From an optimization exercise on the open Yosys and OpenROAD flow, aimed at small area; shortcuts taken in it are not production practice.
The RTL was checked by simulation tests, not by an equivalence proof against the original design.

File: flow/constraint.sdc
create_clock -name core_clock -period 10.0 [get_ports {clk}]
set_input_delay 2.0000 -clock core_clock [delete_from_list [all_inputs] [get_ports {clk}]]
set_output_delay 2.0000 -clock core_clock [all_outputs]
set_load 0.01 [all_outputs]
File: flow/run.sh
#!/bin/bash
# synth_recipe.tcl (not shown) runs the flow's synth.tcl, then flattens the netlist and writes it again
# the make line also repeats each setting of config.mk as NAME=value (left out here)
make -C /OpenROAD-flow-scripts/flow DESIGN_CONFIG=/design/flow/config.mk WORK_HOME=/design/flow/orfs CLKGATE_MAP_FILE= SYNTH_SCRIPT=/design/flow/synth_recipe.tcl finish
File: flow/config.mk
export PLATFORM = sky130hd
export DESIGN_NAME = rect_top
export DESIGN_NICKNAME = rect_top
export VERILOG_FILES = /design/flow/design.v
export SDC_FILE = /design/flow/constraint.sdc
export NUM_CORES = 4
export LEC_CHECK = 0
export CAP_MARGIN = 20
export CORE_MARGIN = 2
export CORE_UTILIZATION = 40
export SLEW_MARGIN = 20
File: flow/design.v
package rect_pkg;
    localparam int coord_w = 16;
    localparam int area_w = 2 * coord_w + 2;
    typedef struct packed {
        logic [coord_w-1:0] x;
        logic [coord_w-1:0] y;
    } point_t;
    typedef logic [area_w-1:0] area_t;
    typedef enum logic [1:0] {
        idle,
        fetch_i,    
        issue,      
        finish
    } sched_state_e;
endpackage
`timescale 1ns/1ps
module point_store (
    input  logic        clk,
    input  logic        rst,
    input  logic        load_en,
    input  logic [5:0]  load_addr,
    input  logic [31:0] load_point,
    input  logic [1:0]  rd_bank,
    output logic [3:0]  phase,
    output logic [31:0] rd_point
);
    logic [3:0]          phase_q;
    logic [63:0][31:0]   ring_q;     
    logic [3:0]          wslot;
    logic [63:0]         wsel_q;     
    logic [63:0]         wkeep_q;    
    logic [31:0]         wdata_q;
    always_ff @(posedge clk) begin
        if (rst) phase_q <= 4'd0;
        else     phase_q <= phase_q + 4'd1;
    end
    assign wslot = load_addr[3:0] - phase_q - 4'd2;
    always_ff @(posedge clk) begin
        wdata_q <= load_point;
        for (int k = 0; k < 64; k++) begin
            wsel_q[k]  <=   load_en && (load_addr[5:4] == 2'(k / 16)) && (wslot == 4'(k % 16));
            wkeep_q[k] <= !(load_en && (load_addr[5:4] == 2'(k / 16)) && (wslot == 4'(k % 16)));
        end
    end
    for (genvar b = 0; b < 4; b++) begin : g_bank
        for (genvar s = 0; s < 16; s++) begin : g_slot
            localparam int K = b * 16 + s;
            localparam int N = b * 16 + (s + 1) % 16;
            logic [31:0] wd_n;
            assign wd_n = (s % 2 == 1) ? wdata_q : ~wdata_q;
            always_ff @(posedge clk)
                ring_q[K] <= ~(({32{wkeep_q[K]}} | wd_n) & ({32{wsel_q[K]}} | ring_q[N]));
        end
    end
    assign phase = phase_q;
    always_comb begin
        case (rd_bank)
            2'd0:    rd_point = ring_q[0];
            2'd1:    rd_point = ring_q[16];
            2'd2:    rd_point = ring_q[32];
            default: rd_point = ring_q[48];
        endcase
    end
endmodule
`timescale 1ns/1ps
module pair_scheduler (
    input  logic       clk,
    input  logic       rst,
    input  logic       start,
    input  logic [6:0] num_points,
    input  logic [3:0] phase,
    output logic [1:0] rd_bank,
    output logic       fetch,
    output logic       pvalid,
    output logic       plast
);
    typedef enum logic [1:0] {
        S_IDLE,
        S_WAIT,    
        S_PAIR,    
        S_EMPTY    
    } state_e;
    state_e     state;
    logic [5:0] nm1_q;     
    logic [5:0] i_q;
    logic [5:0] j_q;
    logic       first_q;   
    logic       end_row;
    assign end_row = (j_q == nm1_q);
    assign fetch   = (state == S_WAIT) && (phase == i_q[3:0]);
    assign pvalid  = (state == S_PAIR);
    assign plast   = ((state == S_PAIR) && end_row && first_q) || (state == S_EMPTY);
    assign rd_bank = (state == S_PAIR) ? j_q[5:4] : i_q[5:4];
    always_ff @(posedge clk) begin
        if (rst) begin
            state <= S_IDLE;
        end else begin
            case (state)
                S_IDLE: if (start) state <= (num_points < 7'd2) ? S_EMPTY : S_WAIT;
                S_WAIT: if (fetch) state <= S_PAIR;
                S_PAIR: if (end_row) state <= first_q ? S_IDLE : S_WAIT;
                default: state <= S_IDLE;
            endcase
        end
    end
    always_ff @(posedge clk) begin
        case (state)
            S_IDLE: begin
                nm1_q <= 6'(num_points - 7'd1);
                i_q   <= 6'd0;
            end
            S_WAIT: begin
                j_q     <= i_q + 6'd1;
                first_q <= 1'b1;
            end
            S_PAIR: begin
                first_q <= 1'b0;
                j_q     <= j_q + 6'd1;
                if (end_row) i_q <= i_q + 6'd1;
            end
            default: ;
        endcase
    end
endmodule
`timescale 1ns/1ps
module area_pipeline (
    input  logic        clk,
    input  logic        rst,
    input  logic        start,
    input  logic        fetch,
    input  logic        pvalid,
    input  logic        plast,
    input  logic [31:0] tap,
    output logic [33:0] max_area,
    output logic        done
);
    logic [15:0] hx_q, hy_q;    
    logic [15:0] dx1, dy1;
    logic        v1, l1;
    logic [16:0] w, h;
    logic [32:0] prod;
    logic [32:0] max_q;
    logic        done_q;
    logic [15:0] tx, ty;
    assign tx = tap[31:16];
    assign ty = tap[15:0];
    always_ff @(posedge clk) begin
        if (fetch) begin
            hx_q <= tx;
            hy_q <= ty;
        end
    end
    always_ff @(posedge clk) begin
        dx1 <= (hx_q > tx) ? hx_q - tx : tx - hx_q;
        dy1 <= (hy_q > ty) ? hy_q - ty : ty - hy_q;
    end
    always_ff @(posedge clk) begin
        if (rst) begin
            v1 <= 1'b0;
            l1 <= 1'b0;
        end else begin
            v1 <= pvalid;
            l1 <= plast;
        end
    end
    assign w    = {1'b0, dx1} + 17'd1;
    assign h    = {1'b0, dy1} + 17'd1;
    assign prod = 33'(w) * 33'(h);
    always_ff @(posedge clk) begin
        if (start) begin
            max_q <= '0;
        end else if (v1 && prod > max_q) begin
            max_q <= prod;
        end
    end
    always_ff @(posedge clk) begin
        if (rst || start) done_q <= 1'b0;
        else if (l1)      done_q <= 1'b1;
    end
    assign max_area = {1'b0, max_q};
    assign done     = done_q;
endmodule
`timescale 1ns/1ps
module rect_top #(
    parameter int  MAX_POINTS = 64,
    localparam int IDX_W      = $clog2(MAX_POINTS)
) (
    input  logic                         clk,
    input  logic                         rst,
    input  logic                         load_en,
    input  logic [IDX_W-1:0]             load_addr,
    input  logic [rect_pkg::coord_w-1:0] load_x,
    input  logic [rect_pkg::coord_w-1:0] load_y,
    input  logic [IDX_W:0]               num_points,
    input  logic                         start,
    output logic [rect_pkg::area_w-1:0]  max_area,
    output logic                         done
);
    logic [3:0]  phase;
    logic [1:0]  rd_bank;
    logic [31:0] tap;
    logic        fetch;
    logic        pvalid;
    logic        plast;
    point_store u_store (
        .clk        (clk),
        .rst        (rst),
        .load_en    (load_en),
        .load_addr  (load_addr),
        .load_point ({load_x, load_y}),
        .rd_bank    (rd_bank),
        .phase      (phase),
        .rd_point   (tap)
    );
    pair_scheduler u_sched (
        .clk        (clk),
        .rst        (rst),
        .start      (start),
        .num_points (num_points),
        .phase      (phase),
        .rd_bank    (rd_bank),
        .fetch      (fetch),
        .pvalid     (pvalid),
        .plast      (plast)
    );
    area_pipeline u_pipe (
        .clk      (clk),
        .rst      (rst),
        .start    (start),
        .fetch    (fetch),
        .pvalid   (pvalid),
        .plast    (plast),
        .tap      (tap),
        .max_area (max_area),
        .done     (done)
    );
endmodule
==> metrics.yaml <==
busiest_layer: "met2"
rsz0062_at_grt: "false"
yosysTopAreaCell: "dfxtp_1"
hp-class: "flop to flop"
syn_inst: 7234
grt_pass1_vias: 56600
cts_made_buffers: 220
synth.avg_cell_area_um2: 11.0
globalRouteMet1Util: 0.349
synth_nets: 7724
ys_types: 84
synthToLayoutAreaGrowth_pct: 13.3
post-route-cell-area_mm2: 0.0899
clk_pin_slew_ps: 70
cp_slowest_cell: "fa_1"
slew_viol_final: 0
crit_path_frequent_cell: "fa_1"
synth_edf_count: 51
r2r-start: "u_pipe.dx1[4]"
worst_pin_slew_ps: 1290
final_cell_mix: "2169 x dfxtp_1, 2052 x o22ai_1, 497 x inv_1"
drt-wirelength-per-cell_um: 27.8
critical_path_arrival_ps: 10110
h-tree-depth: 4
setup_violations: 0
ys_seq_elements: 2333
fin_nets: 7503
worstSetupEndpointType: "flop"
fin_ws_ps: 581
grt_max_degree: 38
die_w_um: 449
drcViolationCount: 0
row_count: 163
fillers: 18000
synth_top_flop_cell: "dfxtp_1"
dpl_cell_area_mm2: 0.0823
critPathMaxStageDelay_ps: 580
hold_viol: 0
synthTopCellsByArea: "dfxtp_1 58%, o22ai_1 16%, fa_1 5.8%"
grt.met3_usage: 0.0529
holdBufCountCts: 0
cap_violations: 0
crit_path_end: "u_pipe.max_q[1]"
wl_um: 274000
clk_latency_ps: 890
numPortBuffers: 82
rr_worst_depth: 34
post-route-period-util: 0.942
antenna_found_initial: 13
place_inst: 9431
tns_ps: 0
vias_per_cell: 5.92
r2r_end: "u_pipe.max_q[1]"
path_class: "flop to flop"
postCtsSetupBuffers: 0
cp.required_ps: 10690
fmax_ghz: 0.106
ioPinCount: 84
netlist_area_mm2: 0.0794
overflow: 0
die_h_um: 449
drive_gt1_frac: 0.102
grtUsageMet2: 0.406
yosysTopAreaCellShare: 0.576
drt_iter0_drc: 6530
yosysSeqAreaShare: 0.595
grt_pass1_wl_um: 394000
clock_skew_ps: 96.7
gr-usage-all-layers: 0.262
drtPass1Iterations: 7
cts_tree: "yes"
cts_sinks: 2333
core_mm2: 0.197
status: "complete, no violations"
final_common_cell: "dfxtp_1"
gp_congestion: 0.927
synthArstFlopShare: 0
relSlewSlack: 0.139
cts-root-buf: "clkbuf_16"
cp-startpoint: "u_pipe.dx1[4]"
post-route-min-period_ps: 9420
dieArea_mm2: 0.202
vias: 58300
initial_core_util: 0.402
ant_nets: 0
hpwl_um: 168000
cp-start-kind: "flop"
fin_cells: 9843
crit_path_max_fanout: 25
dp_slack_ps: 306
cts_buffer_depth: 3
yosysWarningCount: 3
layout.core_utilization: 0.456
reg2reg_slack_ps: 580
[state kept, by name, summed over array words and instances (netlist names)]
| name | flops |
|---|---|
| u_store.ring_q | 2048 |
| u_store.wkeep_q | 64 |
| u_store.wsel_q | 64 |
| u_pipe.max_q | 33 |
| u_store.wdata_q | 32 |
| u_pipe.dx1 | 16 |
| u_pipe.dy1 | 16 |
| u_pipe.hx_q | 16 |
| u_pipe.hy_q | 16 |
| u_sched.i_q | 6 |
| u_sched.j_q | 6 |
| u_sched.nm1_q | 6 |
| u_store.phase_q | 4 |
| u_sched.state | 2 |
| u_pipe.done_q | 1 |
| u_pipe.l1 | 1 |
| u_pipe.v1 | 1 |
| u_sched.first_q | 1 |
[Yosys cell counts, drive strengths merged (12+ instances only)]
library cell / count
ha: 213
nand2b: 31
mux4: 32
inv: 529
nand2: 292
o21ai: 55
and2: 32
nor2b: 17
o22ai: 2052
xor2: 60
nor2: 201
o21a: 12
xnor2: 72
nor3: 26
a21o: 42
edfxtp: 51
fa: 228
mux2i: 39
nand4: 18
buf: 27
a21oi: 75
dfxtp: 2282
and3: 17
nand3: 43
o21bai: 13
a211oi: 15
clkbuf: 651
[worst min-delay path by stage]
stage / start / to / cells after the start
global placement: u_store.ring_q[971] / u_store.ring_q[939] / 1
global route: u_store.ring_q[500] / u_store.ring_q[468] / 1
finish: u_store.ring_q[504] / u_store.ring_q[472] / 1
CTS: u_store.ring_q[504] / u_store.ring_q[472] / 1
detailed placement: u_store.ring_q[1851] / u_store.ring_q[1819] / 1
floorplan: u_store.ring_q[132] / u_store.ring_q[100] / 1
[cells by family after synthesis]
kind of cell / share of synthesized area
AOI/OAI and AO/OA: 0.187
DFF: 0.595
buffers and inverters: 0.0577
and+or+nand+nor: 0.0401
adders and majority gates: 0.0911
xor gates and xnor gates: 0.0146
muxes: 0.0150
other: 0.0000473
[per-stage QoR]
step                      hold slack [ps]
after floorplan                       388
after global placement                389
after detailed placement              394
after CTS                             375
after global routing                  396
final                                 373
[per-layer routing]
metal  routed length (µm)  up-vias
li1                     -    25600
met1               114000    29100
met2               122000     2913
met3                23100      632
met4                14500        6
met5                   48        -
[worst max-delay path: cells and delay by family (launching register included)]
family                   cells  cell delay, ps
XOR/XNOR                     1             170
adder cells (fa/ha/maj)      8            3660
AND/OR/NAND/NOR             11            2030
multiplexers                 1             210
buffers and inverters        6             730
flip-flops                   1             410
AO/OA/AOI/OAI                7            2070
[layout make-up]
class	count	area [µm²]	share of cell area
antenna	10	25.0	0.000278
clock buffer	313	6290	0.0700
clock inverter	89	1260	0.0140
inverter	530	1990	0.0221
multi-input combinational	3693	27700	0.308
sequential	2333	47400	0.527
tap	2640	3300	0.0367
timing repair buffer	235	2020	0.0225
[what timing repair did]
| action | in CTS | in global routing |
|---|---|---|
| endpoints found under the setup margin | 0 | 32 |
| endpoints found under the hold margin | 0 | 0 |
| resized for setup | 0 | 8 |

==> re-timing with driven ports <==
No port has a modelled driver above. Below, the same layout with a new extraction and two added sets of constraints.
Step 1, drivers: a clkbuf_16 drives clk and a buf_2 each remaining input, both assumed.
Step 2 times the ports against the registers' clock, not the clock port: input delays grow and output delays shrink by t, the midpoint of the rising clock arrivals with the driver on.
Three values: no drivers, after step 1, after step 2; two values: the first two.
shift t [ns]: 0.928
slack for setup (ns): 0.581 / 0.581 / 0.581
hold WS [ns]: 0.373 / 0.373 / 0.373
worst setup path after step 2: register to register
After both steps this run still meets setup and hold. The setup slack of this run moves by 0.000 ns with the drivers and by 0.000 ns with both steps.
